Background: an optimization exercise with open tools, aiming at small area. Do not read the settings as production practice. At most, simulation tests tie the RTL to the original design; equivalence was not proved. Power and IR drop assume default switching activity.

Setup of P:
## multi_tick_counter
module multi_tick_counter #(
    parameter int CLK_FREQ     = 50_000,
    parameter int NUM_CH       = 8,
    parameter int BIT_WIDTH    = 32,
    parameter int DVSR_W       = 16,
    parameter int DEFAULT_DVSR = 50_000,
    parameter int LED_CH       = 0
) (
    input  logic                        clk,
    input  logic                        rst,
    input  logic [NUM_CH-1:0]           ch_en,
    input  logic [NUM_CH-1:0]           ch_up,
    input  logic [NUM_CH-1:0]           ch_oneshot,
    input  logic [NUM_CH-1:0]           clr,
    input  logic                        cfg_wr,
    input  logic [$clog2(NUM_CH):0]     cfg_ch,
    input  logic [DVSR_W-1:0]           cfg_dvsr,
    input  logic [BIT_WIDTH-1:0]        cfg_limit,
    output logic [NUM_CH*BIT_WIDTH-1:0] count_out,
    output logic [NUM_CH-1:0]           tc_pulse,
    output logic [NUM_CH-1:0]           done,
    output logic                        heartbeat,
    output logic [3:0]                  led
);
    localparam int CH_W = $clog2(NUM_CH) + 1;
    localparam int HB_W = (CLK_FREQ > 1) ? $clog2(CLK_FREQ) : 1;
    localparam logic [DVSR_W-1:0] DVSR_RST = DVSR_W'(DEFAULT_DVSR);
    logic [NUM_CH-1:0][DVSR_W-1:0]    q_q;
    logic [NUM_CH-1:0][DVSR_W-1:0]    dvsr_q;
    logic [NUM_CH-1:0][BIT_WIDTH-1:0] count_q;
  ...
Size in the first run: roughly 810 flip-flops, roughly 49000 um2 of cells after synthesis.
Settings: LEC_CHECK=0, CAP_MARGIN=20, CORE_MARGIN=2, CORE_UTILIZATION=65, PLACE_DENSITY=0.75, SLEW_MARGIN=20; clock period 5.0 ns.
standard.sh (not shown) runs the stock make flow with config.mk's settings and CLKGATE_MAP_FILE= SYNTH_SCRIPT=/design/flow/synth_recipe.tcl, a recipe that flattens the netlist after the stock synthesis.
==> flow/flow/run.sh <==
#!/bin/bash
# Standard ORFS layout (the standard.sh, unchanged synthesis), with placement/CTS options
# changed: ports are buffered with the smallest buffer, and CTS uses small clock buffers in
# clusters of at most 8 sinks and adds no dummy loads.
set -euo pipefail
bash standard.sh \
  "BUFFER_PORTS_ARGS=-buffer_cell sky130_fd_sc_hd__buf_1" \
  "CTS_ARGS=-sink_clustering_enable -repair_clock_nets -dont_use_dummy_load -buf_list sky130_fd_sc_hd__clkbuf_4 -sink_clustering_size 8 -sink_clustering_max_diameter 50" \
  finish > standard_make.log 2>&1
P: flow completed, timing, DRC and antenna clean
Input changes introduced in Q (baseline for comparison: P):
diff --git a/flow/config.mk b/flow/config.mk
--- a/flow/config.mk
+++ b/flow/config.mk
@@ -9,4 +9,3 @@
 export CORE_MARGIN = 2
-export CORE_UTILIZATION = 65
-export PLACE_DENSITY = 0.75
+export CORE_UTILIZATION = 40
 export SLEW_MARGIN = 20
Findings:
Summary of Q over P: post-detailed-routing wire length picked up an extra about 12%, final layout net count picked up an extra about 0.6%, insertion delay of the later-clocked pin in the worst-skew pair picked up an extra 150 ps. P fits on a die that is smaller than the die of Q.
No run of this note included a check of the RTL's function; only the layout flow was run.

* * *

Another version of the RTL of multi_tick_counter (not shown whole).
clock: 5.0 ns
lec_check: 0
cap_margin: 20
core_margin: 2
core_utilization: 72
gpl_timing_driven: 0
place_density: 0.8
slew_margin: 20
==> flow/flow/run.sh <==
#!/bin/bash
# Standard ORFS layout (the standard.sh, unchanged synthesis) with these changes:
# Yosys/ABC buffers are removed at floorplan; input ports are buffered with buf_2 and output
# ports with buf_1 (flow/buffer_ports.tcl); post-placement repair uses only small buffers
# (flow/pre_resize.tcl); CTS uses small clock buffers in clusters of at most 8 sinks, with
# no dummy loads.
set -euo pipefail
HERE=$(pwd)
bash standard.sh \
  "REMOVE_ABC_BUFFERS=1" \
  "DONT_BUFFER_PORTS=1" \
  "PRE_GLOBAL_PLACE_TCL=$HERE/flow/buffer_ports.tcl" \
  "PRE_RESIZE_TCL=$HERE/flow/pre_resize.tcl" \
  "CTS_ARGS=-sink_clustering_enable -repair_clock_nets -dont_use_dummy_load -buf_list sky130_fd_sc_hd__clkbuf_4 -sink_clustering_size 8 -sink_clustering_max_diameter 50" \
  finish > standard_make.log 2>&1
==> flow/flow/buffer_ports.tcl <==
# Sourced by ORFS before global placement (PRE_GLOBAL_PLACE_TCL): buffer every input port
# with buf_2 (they fan out to all eight channels) and every output port with buf_1;
# DONT_BUFFER_PORTS=1 then skips ORFS's own buffer_ports call.
buffer_ports -inputs -buffer_cell sky130_fd_sc_hd__buf_2
buffer_ports -outputs -buffer_cell sky130_fd_sc_hd__buf_1
==> flow/flow/pre_resize.tcl <==
# Sourced by ORFS before the post-placement repair_design (PRE_RESIZE_TCL): keep the large
# buffers out of slew/capacitance repair, so high-fanout nets get trees of small buffers.
set_dont_use {
  sky130_fd_sc_hd__buf_6 sky130_fd_sc_hd__buf_8 sky130_fd_sc_hd__buf_12 sky130_fd_sc_hd__buf_16
  sky130_fd_sc_hd__bufbuf_8 sky130_fd_sc_hd__bufbuf_16 sky130_fd_sc_hd__bufinv_8
  sky130_fd_sc_hd__bufinv_16 sky130_fd_sc_hd__clkbuf_8 sky130_fd_sc_hd__clkbuf_16
  sky130_fd_sc_hd__clkdlybuf4s15_2 sky130_fd_sc_hd__clkdlybuf4s18_2
  sky130_fd_sc_hd__clkdlybuf4s25_2 sky130_fd_sc_hd__clkdlybuf4s50_2
}
Then changed:
--- a/flow/flow/run.sh
+++ b/flow/flow/run.sh
@@ -14 +14 @@
-  "CTS_ARGS=-sink_clustering_enable -repair_clock_nets -dont_use_dummy_load -buf_list sky130_fd_sc_hd__clkbuf_4 -sink_clustering_size 8 -sink_clustering_max_diameter 50" \
+  "CTS_ARGS=-sink_clustering_enable -repair_clock_nets -dont_use_dummy_load -buf_list sky130_fd_sc_hd__clkbuf_4 -sink_clustering_size 8 -sink_clustering_max_diameter 40" \
Settings changed: CORE_UTILIZATION 72 to 65, PLACE_DENSITY 0.8 to 0.75.
- clock skew grows by 0.0085 ns
- power climbs by 1.8%
- register-to-register slack improves by 0.23 ns
- clock power went up by 10%
- worst setup slack gains 0.23 ns
- utilization falls by 7.2 points
- design area went up by 0.61%
Then changed:
==> flow/flow/run.sh (replaced) <==
#!/bin/bash
# Standard ORFS layout (the standard.sh, unchanged synthesis) with these changes:
# Yosys/ABC buffers are removed at floorplan, ports are buffered with the smallest buffer,
# and CTS uses small clock buffers in clusters of at most 8 sinks, with no dummy loads.
set -euo pipefail
bash standard.sh \
  "REMOVE_ABC_BUFFERS=1" \
  "BUFFER_PORTS_ARGS=-buffer_cell sky130_fd_sc_hd__buf_1" \
  "CTS_ARGS=-sink_clustering_enable -repair_clock_nets -dont_use_dummy_load -buf_list sky130_fd_sc_hd__clkbuf_4 -sink_clustering_size 8 -sink_clustering_max_diameter 40" \
  finish > standard_make.log 2>&1
Settings changed: CAP_MARGIN 20 to 10, SLEW_MARGIN 20 to 10.
removed: flow/flow/buffer_ports.tcl
removed: flow/flow/pre_resize.tcl
- The changed run finished with timing, DRC and antenna clean
- die area is unchanged
- synthesized cell count stays the same
- wire length hardly moves
Then changed:
==> flow/flow/run.sh (replaced) <==
#!/bin/bash
# Standard ORFS layout (the standard.sh, unchanged synthesis) with these changes:
# Yosys/ABC buffers are removed at floorplan; input ports are buffered with buf_2 and output
# ports with buf_1 (flow/buffer_ports.tcl); post-placement repair uses only small buffers
# (flow/pre_resize.tcl); CTS uses small clock buffers in clusters of at most 8 sinks, with
# no dummy loads.
set -euo pipefail
HERE=$(pwd)
bash standard.sh \
  "REMOVE_ABC_BUFFERS=1" \
  "DONT_BUFFER_PORTS=1" \
  "PRE_GLOBAL_PLACE_TCL=$HERE/flow/buffer_ports.tcl" \
  "PRE_RESIZE_TCL=$HERE/flow/pre_resize.tcl" \
  "CTS_ARGS=-sink_clustering_enable -repair_clock_nets -dont_use_dummy_load -buf_list sky130_fd_sc_hd__clkbuf_4 -sink_clustering_size 8 -sink_clustering_max_diameter 50" \
  finish > standard_make.log 2>&1
==> flow/flow/buffer_ports.tcl (new file) <==
# Sourced by ORFS before global placement (PRE_GLOBAL_PLACE_TCL): buffer every input port
# with buf_2 (they fan out to all eight channels) and every output port with buf_1;
# DONT_BUFFER_PORTS=1 then skips ORFS's own buffer_ports call.
buffer_ports -inputs -buffer_cell sky130_fd_sc_hd__buf_2
buffer_ports -outputs -buffer_cell sky130_fd_sc_hd__buf_1
==> flow/flow/pre_resize.tcl (new file) <==
# Sourced by ORFS before the post-placement repair_design (PRE_RESIZE_TCL): keep the large
# buffers out of slew/capacitance repair, so high-fanout nets get trees of small buffers.
set_dont_use {
  sky130_fd_sc_hd__buf_6 sky130_fd_sc_hd__buf_8 sky130_fd_sc_hd__buf_12 sky130_fd_sc_hd__buf_16
  sky130_fd_sc_hd__bufbuf_8 sky130_fd_sc_hd__bufbuf_16 sky130_fd_sc_hd__bufinv_8
  sky130_fd_sc_hd__bufinv_16 sky130_fd_sc_hd__clkbuf_8 sky130_fd_sc_hd__clkbuf_16
  sky130_fd_sc_hd__clkdlybuf4s15_2 sky130_fd_sc_hd__clkdlybuf4s18_2
  sky130_fd_sc_hd__clkdlybuf4s25_2 sky130_fd_sc_hd__clkdlybuf4s50_2
}
Settings changed: CAP_MARGIN 10 to 20, SLEW_MARGIN 10 to 20.
=> Clock skew is lower by 0.022 ns; utilization is lower by 1.0 points; global-route usage is lower by 0.29 points; design area is lower by 1.5%; routed wire length is about the same; synthesized area stays the same; worst setup slack is better by 0.13 ns; cell count is lower by 0.46%.

## afterwards: timing with drivers on the ports
In the flow no input, the clock included, has a driving cell. The finished layouts below were timed again as built, in two steps. Step 1 sets driving cells, clkbuf_16 on the clock port and buf_2 on the other inputs (assumed; they add their load-dependent delay and slew). Step 2 times the ports against the registers' clock, not the clock port: input delays grow and output delays shrink by t, the midpoint of the rising clock arrivals with the driver on. a / b / c = ideal / step 1 / step 2; a / b = the first two.
run | t, ns | setup WS [ns] | worst register clock-pin slew, ns
P | 0.992 | 0.814 / 0.814 / 0.424 | 0.11 / 0.11
Q | 1.151 | 0.773 / 0.773 / 0.368 | 0.11 / 0.11
the first run of note 2 | 1.015 | 0.195 / 0.195 / -0.401 | 0.11 / 0.11
the second run of note 2 | 1.078 | 0.426 / 0.426 / -0.215 | 0.10 / 0.10
the third run of note 2 | 1.034 | 0.284 / 0.284 / -0.423 | 0.10 / 0.10
the fourth run of note 2 | 0.988 | 0.418 / 0.418 / -0.194 | 0.11 / 0.11
Met with ideal ports but missed after step 2: setup timing in the first run of note 2, the second run of note 2, the third run of note 2 and the fourth run of note 2. For the third run of note 2, which loses most, drivers alone change the setup slack by 0.000 ns; drivers and shift together by -0.707 ns.
